Background: an optimization exercise with open tools, aiming at small area, a short achievable clock period and few clock cycles per item. Do not read the settings as production practice.

==> v9 <==
Design gemm_top, start of the top module:
module gemm_top (
    input  logic           clk,
    input  logic           rst,
    input  logic           start,
    input  logic           p_wr_en,
    input  logic [1:0]     p_wr_addr,
    input  logic [31:0]    p_wr_data,
    input  logic           q_wr_en,
    input  logic [1:0]     q_wr_addr,
    input  logic [15:0]    q_wr_data,
    input  logic           r_wr_en,
    input  logic [1:0]     r_wr_addr,
    input  logic [127:0]   r_wr_data,
    input  logic           r_rd_en,
    input  logic [1:0]     r_rd_addr,
    output logic           busy,
    output logic           done,
    output logic [127:0]   c_out,
    output logic           c_valid
);
Settings: LEC_CHECK=0, ABC_CLOCK_PERIOD_IN_PS=2800, CAP_MARGIN=20, CORE_MARGIN=2, CORE_UTILIZATION=40, SETUP_SLACK_MARGIN=1.7, SLEW_MARGIN=20; clock period 5.0 ns.
run.sh (not shown) runs the stock make flow with config.mk's settings and CLKGATE_MAP_FILE= SYNTH_SCRIPT=/design/flow/synth_recipe.tcl, a recipe that flattens the netlist after the stock synthesis.
==> v12 (differences from v9) <==
--- a/flow/design.v
+++ b/flow/design.v
@@ -66,30 +66,18 @@
             if (q_swap)
                 q_mem[e] <= q_mem[e ^ 2];
             else if (q_wr_en && q_wr_addr == 2'(e))
                 q_mem[e] <= q_wr_data;
         end
     end
     logic [1:0] rd_addr;
     assign rd_addr = busy_q ? s1_g : (r_rd_en ? r_rd_addr : 2'd0);
-    logic [7:0]   r_dlt [4];       
-    logic [127:0] rd_raw;
-    logic [7:0]   rd_dlt;
-    logic [127:0] rd_fix;
-    assign rd_raw = r_mem[rd_addr];
-    assign rd_dlt = r_dlt[rd_addr];
-    always_comb begin
-        for (int x = 0; x < 4; x++) begin
-            rd_fix[x*32 +: 14] = rd_raw[x*32 +: 14];
-            rd_fix[x*32+14 +: 18] = rd_raw[x*32+14 +: 18] + {{17{rd_dlt[2*x]}}, rd_dlt[2*x+1] | rd_dlt[2*x]};
-        end
-    end
     always_ff @(posedge clk) begin
-        rd_q <= rd_fix;
+        rd_q <= r_mem[rd_addr];
     end
     logic e000_o0, e000_t0, e000_n0, e000_o1, e000_t1, e000_n1;
     logic e001_o0, e001_t0, e001_n0, e001_o1, e001_t1, e001_n1;
     logic e010_o0, e010_t0, e010_n0, e010_o1, e010_t1, e010_n1;
     logic e011_o0, e011_t0, e011_n0, e011_o1, e011_t1, e011_n1;
     logic e100_o0, e100_t0, e100_n0, e100_o1, e100_t1, e100_n1;
     logic e101_o0, e101_t0, e101_n0, e101_o1, e101_t1, e101_n1;
     logic e110_o0, e110_t0, e110_n0, e110_o1, e110_t1, e110_n1;
@@ -1065,17 +1053,16 @@
         cs_q[3][11][0] <= s1x3_200;
         cs_q[3][11][1] <= s1x3_201;
         cs_q[3][12][0] <= s1x3_202;
         cs_q[3][12][1] <= 1'b0;
         cs_q[3][13][0] <= 1'b0;
         cs_q[3][13][1] <= 1'b0;
     end
     logic [127:0] wb_sum;
-    logic [7:0]   wb_dlt;    
     logic s2x0_1, s2x0_2, s2x0_3, s2x0_4, s2x0_5, s2x0_6, s2x0_7, s2x0_8, s2x0_9, s2x0_10, s2x0_11, s2x0_12, s2x0_13, s2x0_14, s2x0_15, s2x0_16, s2x0_17, s2x0_18, s2x0_19, s2x0_20, s2x0_21, s2x0_22, s2x0_23, s2x0_24, s2x0_25, s2x0_26, s2x0_27, s2x0_28, s2x0_29, s2x0_30, s2x0_31, s2x0_32;
     assign s2x0_1 = cs_q[0][0][0] ^ cs_q[0][0][1];
     assign s2x0_2 = cs_q[0][0][0] & cs_q[0][0][1];
     assign s2x0_3 = cs_q[0][1][0] ^ cs_q[0][1][1] ^ rd_q[1];
     assign s2x0_4 = (cs_q[0][1][0] & cs_q[0][1][1]) | (cs_q[0][1][0] & rd_q[1]) | (cs_q[0][1][1] & rd_q[1]);
     assign s2x0_5 = cs_q[0][2][0] ^ cs_q[0][2][1] ^ rd_q[2];
     assign s2x0_6 = (cs_q[0][2][0] & cs_q[0][2][1]) | (cs_q[0][2][0] & rd_q[2]) | (cs_q[0][2][1] & rd_q[2]);
     assign s2x0_7 = cs_q[0][3][0] ^ cs_q[0][3][1] ^ rd_q[3];
@@ -1100,21 +1087,22 @@
     assign s2x0_26 = (1'b1 & cs_q[0][11][0]) | (1'b1 & cs_q[0][11][1]) | (cs_q[0][11][0] & cs_q[0][11][1]);
     assign s2x0_27 = rd_q[11] ^ s2x0_22 ^ s2x0_25;
     assign s2x0_28 = (rd_q[11] & s2x0_22) | (rd_q[11] & s2x0_25) | (s2x0_22 & s2x0_25);
     assign s2x0_29 = cs_q[0][12][0] ^ rd_q[12] ^ s2x0_26;
     assign s2x0_30 = (cs_q[0][12][0] & rd_q[12]) | (cs_q[0][12][0] & s2x0_26) | (rd_q[12] & s2x0_26);
     assign s2x0_31 = 1'b1 ^ rd_q[13];
     assign s2x0_32 = 1'b1 & rd_q[13];
     logic [15:0] t0, ra0, rb0;
+    logic [17:0] hi0;
     assign ra0 = {1'b0, s2x0_32, s2x0_31, s2x0_28, s2x0_24, s2x0_21, s2x0_18, s2x0_16, s2x0_14, s2x0_12, s2x0_10, s2x0_8, s2x0_6, s2x0_4, s2x0_2, rd_q[0]};
     assign rb0 = {1'b0, 1'b0, s2x0_30, s2x0_29, s2x0_27, s2x0_23, s2x0_19, s2x0_17, s2x0_15, s2x0_13, s2x0_11, s2x0_9, s2x0_7, s2x0_5, s2x0_3, s2x0_1};
     assign t0 = ra0 + rb0;
-    assign wb_sum[0+:32] = {rd_q[14+:18], t0[13:0]};
-    assign wb_dlt[0+:2] = {t0[15], ~t0[15] & ~t0[14]};
+    assign hi0 = t0[15] ? rd_q[14+:18] + 18'd1 : (t0[14] ? rd_q[14+:18] : rd_q[14+:18] - 18'd1);
+    assign wb_sum[0+:32] = {hi0, t0[13:0]};
     logic s2x1_1, s2x1_2, s2x1_3, s2x1_4, s2x1_5, s2x1_6, s2x1_7, s2x1_8, s2x1_9, s2x1_10, s2x1_11, s2x1_12, s2x1_13, s2x1_14, s2x1_15, s2x1_16, s2x1_17, s2x1_18, s2x1_19, s2x1_20, s2x1_21, s2x1_22, s2x1_23, s2x1_24, s2x1_25, s2x1_26, s2x1_27, s2x1_28, s2x1_29, s2x1_30, s2x1_31, s2x1_32;
     assign s2x1_1 = cs_q[1][0][0] ^ cs_q[1][0][1];
     assign s2x1_2 = cs_q[1][0][0] & cs_q[1][0][1];
     assign s2x1_3 = cs_q[1][1][0] ^ cs_q[1][1][1] ^ rd_q[33];
     assign s2x1_4 = (cs_q[1][1][0] & cs_q[1][1][1]) | (cs_q[1][1][0] & rd_q[33]) | (cs_q[1][1][1] & rd_q[33]);
     assign s2x1_5 = cs_q[1][2][0] ^ cs_q[1][2][1] ^ rd_q[34];
     assign s2x1_6 = (cs_q[1][2][0] & cs_q[1][2][1]) | (cs_q[1][2][0] & rd_q[34]) | (cs_q[1][2][1] & rd_q[34]);
     assign s2x1_7 = cs_q[1][3][0] ^ cs_q[1][3][1] ^ rd_q[35];
@@ -1139,21 +1127,22 @@
     assign s2x1_26 = (1'b1 & cs_q[1][11][0]) | (1'b1 & cs_q[1][11][1]) | (cs_q[1][11][0] & cs_q[1][11][1]);
     assign s2x1_27 = rd_q[43] ^ s2x1_22 ^ s2x1_25;
     assign s2x1_28 = (rd_q[43] & s2x1_22) | (rd_q[43] & s2x1_25) | (s2x1_22 & s2x1_25);
     assign s2x1_29 = cs_q[1][12][0] ^ rd_q[44] ^ s2x1_26;
     assign s2x1_30 = (cs_q[1][12][0] & rd_q[44]) | (cs_q[1][12][0] & s2x1_26) | (rd_q[44] & s2x1_26);
     assign s2x1_31 = 1'b1 ^ rd_q[45];
     assign s2x1_32 = 1'b1 & rd_q[45];
     logic [15:0] t1, ra1, rb1;
+    logic [17:0] hi1;
     assign ra1 = {1'b0, s2x1_32, s2x1_31, s2x1_28, s2x1_24, s2x1_21, s2x1_18, s2x1_16, s2x1_14, s2x1_12, s2x1_10, s2x1_8, s2x1_6, s2x1_4, s2x1_2, rd_q[32]};
     assign rb1 = {1'b0, 1'b0, s2x1_30, s2x1_29, s2x1_27, s2x1_23, s2x1_19, s2x1_17, s2x1_15, s2x1_13, s2x1_11, s2x1_9, s2x1_7, s2x1_5, s2x1_3, s2x1_1};
     assign t1 = ra1 + rb1;
-    assign wb_sum[32+:32] = {rd_q[46+:18], t1[13:0]};
-    assign wb_dlt[2+:2] = {t1[15], ~t1[15] & ~t1[14]};
+    assign hi1 = t1[15] ? rd_q[46+:18] + 18'd1 : (t1[14] ? rd_q[46+:18] : rd_q[46+:18] - 18'd1);
+    assign wb_sum[32+:32] = {hi1, t1[13:0]};
     logic s2x2_1, s2x2_2, s2x2_3, s2x2_4, s2x2_5, s2x2_6, s2x2_7, s2x2_8, s2x2_9, s2x2_10, s2x2_11, s2x2_12, s2x2_13, s2x2_14, s2x2_15, s2x2_16, s2x2_17, s2x2_18, s2x2_19, s2x2_20, s2x2_21, s2x2_22, s2x2_23, s2x2_24, s2x2_25, s2x2_26, s2x2_27, s2x2_28, s2x2_29, s2x2_30, s2x2_31, s2x2_32;
     assign s2x2_1 = cs_q[2][0][0] ^ cs_q[2][0][1];
     assign s2x2_2 = cs_q[2][0][0] & cs_q[2][0][1];
     assign s2x2_3 = cs_q[2][1][0] ^ cs_q[2][1][1] ^ rd_q[65];
     assign s2x2_4 = (cs_q[2][1][0] & cs_q[2][1][1]) | (cs_q[2][1][0] & rd_q[65]) | (cs_q[2][1][1] & rd_q[65]);
     assign s2x2_5 = cs_q[2][2][0] ^ cs_q[2][2][1] ^ rd_q[66];
     assign s2x2_6 = (cs_q[2][2][0] & cs_q[2][2][1]) | (cs_q[2][2][0] & rd_q[66]) | (cs_q[2][2][1] & rd_q[66]);
     assign s2x2_7 = cs_q[2][3][0] ^ cs_q[2][3][1] ^ rd_q[67];
@@ -1178,21 +1167,22 @@
     assign s2x2_26 = (1'b1 & cs_q[2][11][0]) | (1'b1 & cs_q[2][11][1]) | (cs_q[2][11][0] & cs_q[2][11][1]);
     assign s2x2_27 = rd_q[75] ^ s2x2_22 ^ s2x2_25;
     assign s2x2_28 = (rd_q[75] & s2x2_22) | (rd_q[75] & s2x2_25) | (s2x2_22 & s2x2_25);
     assign s2x2_29 = cs_q[2][12][0] ^ rd_q[76] ^ s2x2_26;
     assign s2x2_30 = (cs_q[2][12][0] & rd_q[76]) | (cs_q[2][12][0] & s2x2_26) | (rd_q[76] & s2x2_26);
     assign s2x2_31 = 1'b1 ^ rd_q[77];
     assign s2x2_32 = 1'b1 & rd_q[77];
     logic [15:0] t2, ra2, rb2;
+    logic [17:0] hi2;
     assign ra2 = {1'b0, s2x2_32, s2x2_31, s2x2_28, s2x2_24, s2x2_21, s2x2_18, s2x2_16, s2x2_14, s2x2_12, s2x2_10, s2x2_8, s2x2_6, s2x2_4, s2x2_2, rd_q[64]};
     assign rb2 = {1'b0, 1'b0, s2x2_30, s2x2_29, s2x2_27, s2x2_23, s2x2_19, s2x2_17, s2x2_15, s2x2_13, s2x2_11, s2x2_9, s2x2_7, s2x2_5, s2x2_3, s2x2_1};
     assign t2 = ra2 + rb2;
-    assign wb_sum[64+:32] = {rd_q[78+:18], t2[13:0]};
-    assign wb_dlt[4+:2] = {t2[15], ~t2[15] & ~t2[14]};
+    assign hi2 = t2[15] ? rd_q[78+:18] + 18'd1 : (t2[14] ? rd_q[78+:18] : rd_q[78+:18] - 18'd1);
+    assign wb_sum[64+:32] = {hi2, t2[13:0]};
     logic s2x3_1, s2x3_2, s2x3_3, s2x3_4, s2x3_5, s2x3_6, s2x3_7, s2x3_8, s2x3_9, s2x3_10, s2x3_11, s2x3_12, s2x3_13, s2x3_14, s2x3_15, s2x3_16, s2x3_17, s2x3_18, s2x3_19, s2x3_20, s2x3_21, s2x3_22, s2x3_23, s2x3_24, s2x3_25, s2x3_26, s2x3_27, s2x3_28, s2x3_29, s2x3_30, s2x3_31, s2x3_32;
     assign s2x3_1 = cs_q[3][0][0] ^ cs_q[3][0][1];
     assign s2x3_2 = cs_q[3][0][0] & cs_q[3][0][1];
     assign s2x3_3 = cs_q[3][1][0] ^ cs_q[3][1][1] ^ rd_q[97];
     assign s2x3_4 = (cs_q[3][1][0] & cs_q[3][1][1]) | (cs_q[3][1][0] & rd_q[97]) | (cs_q[3][1][1] & rd_q[97]);
     assign s2x3_5 = cs_q[3][2][0] ^ cs_q[3][2][1] ^ rd_q[98];
     assign s2x3_6 = (cs_q[3][2][0] & cs_q[3][2][1]) | (cs_q[3][2][0] & rd_q[98]) | (cs_q[3][2][1] & rd_q[98]);
     assign s2x3_7 = cs_q[3][3][0] ^ cs_q[3][3][1] ^ rd_q[99];
@@ -1217,24 +1207,23 @@
     assign s2x3_26 = (1'b1 & cs_q[3][11][0]) | (1'b1 & cs_q[3][11][1]) | (cs_q[3][11][0] & cs_q[3][11][1]);
     assign s2x3_27 = rd_q[107] ^ s2x3_22 ^ s2x3_25;
     assign s2x3_28 = (rd_q[107] & s2x3_22) | (rd_q[107] & s2x3_25) | (s2x3_22 & s2x3_25);
     assign s2x3_29 = cs_q[3][12][0] ^ rd_q[108] ^ s2x3_26;
     assign s2x3_30 = (cs_q[3][12][0] & rd_q[108]) | (cs_q[3][12][0] & s2x3_26) | (rd_q[108] & s2x3_26);
     assign s2x3_31 = 1'b1 ^ rd_q[109];
     assign s2x3_32 = 1'b1 & rd_q[109];
     logic [15:0] t3, ra3, rb3;
+    logic [17:0] hi3;
     assign ra3 = {1'b0, s2x3_32, s2x3_31, s2x3_28, s2x3_24, s2x3_21, s2x3_18, s2x3_16, s2x3_14, s2x3_12, s2x3_10, s2x3_8, s2x3_6, s2x3_4, s2x3_2, rd_q[96]};
     assign rb3 = {1'b0, 1'b0, s2x3_30, s2x3_29, s2x3_27, s2x3_23, s2x3_19, s2x3_17, s2x3_15, s2x3_13, s2x3_11, s2x3_9, s2x3_7, s2x3_5, s2x3_3, s2x3_1};
     assign t3 = ra3 + rb3;
-    assign wb_sum[96+:32] = {rd_q[110+:18], t3[13:0]};
-    assign wb_dlt[6+:2] = {t3[15], ~t3[15] & ~t3[14]};
+    assign hi3 = t3[15] ? rd_q[110+:18] + 18'd1 : (t3[14] ? rd_q[110+:18] : rd_q[110+:18] - 18'd1);
+    assign wb_sum[96+:32] = {hi3, t3[13:0]};
     logic [127:0] r_wdata;
     assign r_wdata = busy_q ? wb_sum : r_wr_data;
     always_ff @(posedge clk) begin
         for (int e = 0; e < 4; e++) begin
-            if (busy_q ? (wb_e == 2'(e)) : (r_wr_en && r_wr_addr == 2'(e))) begin
+            if (busy_q ? (wb_e == 2'(e)) : (r_wr_en && r_wr_addr == 2'(e)))
                 r_mem[e] <= r_wdata;
-                r_dlt[e] <= busy_q ? wb_dlt : 8'd0;
-            end
         end
     end
 endmodule
==> flow/config.mk (replaced) <==
export PLATFORM = sky130hd
export DESIGN_NAME = gemm_top
export DESIGN_NICKNAME = gemm_top
export VERILOG_FILES = /design/flow/design.v
export SDC_FILE = /design/flow/constraint.sdc
export NUM_CORES = 4
export LEC_CHECK = 0
export CAP_MARGIN = 20
export CORE_MARGIN = 2
export CORE_UTILIZATION = 40
export SETUP_SLACK_MARGIN = 2.2
export SLEW_MARGIN = 20
==> impl_metrics.tcl <==
set metrics [dict create \
    status "timing/DRC/antenna clean" \
    adder_cell_share_of_the_synthesized_area_pct 14.5 \
    cellPowerDensity_nw_per_um2 658 \
    synth_compound_gate_area_share_pct 13.0 \
    clk-power_mw 7.73 \
    worst_path_dominant_cell_family "compound AO/OA/AOI/OAI gates" \
    ys_seq_area_share_pct 50.1 \
    p_leak_nw 27.9 \
    xor_xnor_share_of_the_synthesized_area_pct 2.33 \
    area_taken_by_flip_flops_and_latches_um2 26800 \
]
-- figures above: v9

==> impl_metrics.tcl <==
set metrics [dict create \
    largestClassByArea "multi-input combinational cells" \
    area_taken_by_flip_flops_and_latches_um2 26000 \
    grt_antenna_before_repair 10 \
    ys_seq_area_share_pct 46.8 \
    comb.multi_input.count 3744 \
    clk-power_mw 7.63 \
    p_leak_nw 28.3 \
    cellPowerDensity_nw_per_um2 704 \
    status "timing/DRC/antenna clean" \
    timing.final.crit_period_ps 3790 \
    xor_xnor_share_of_the_synthesized_area_pct 3.27 \
    totalNegativeSetupSlack_ps 0 \
    registers.top_by_ff_count "r_mem" \
    final.hold.worst_slack_ps 476 \
    synth_compound_gate_area_share_pct 15.3 \
    worst_path_dominant_cell_family "adder cells" \
    adder_cell_share_of_the_synthesized_area_pct 13.7 \
    multi_input_area_share_pct 41.9 \
    num-fill-cells 11700 \
]
-- figures above: v12

Function was not checked in any run of this note: the RTL went through the layout flow alone.

static timing again, ports no longer ideal:
No port has a modelled driver above. Below, the same layouts with a new extraction and two added sets of constraints.
Step 1 (the two cells are an assumption about what drives the block):
set clk [get_ports {clk}]
set_driving_cell -lib_cell sky130_fd_sc_hd__clkbuf_16 $clk
set_driving_cell -lib_cell sky130_fd_sc_hd__buf_2 [delete_from_list [all_inputs] $clk]
Step 2 also shifts input and output timing later by t, the mid clock arrival at the registers, as if the neighbouring blocks saw the same clock.
a / b / c = ideal / step 1 / step 2; a / b = the first two.
| run | t (ns) | setup WS [ns] | latest minus earliest clock arrival (ns) | cell pins on the clock port's net |
|---|---|---|---|---|
| v9 | 0.790 | 1.050 / 1.057 / 0.304 | 0.038 / 0.038 | 1 |
| v12 | 0.797 | 1.210 / 1.210 / 1.210 | 0.052 / 0.053 | 1 |
After both steps every run listed still meets setup and hold. The setup slack of v9, which loses most, moves by +0.007 ns with the drivers and by -0.746 ns with both steps.
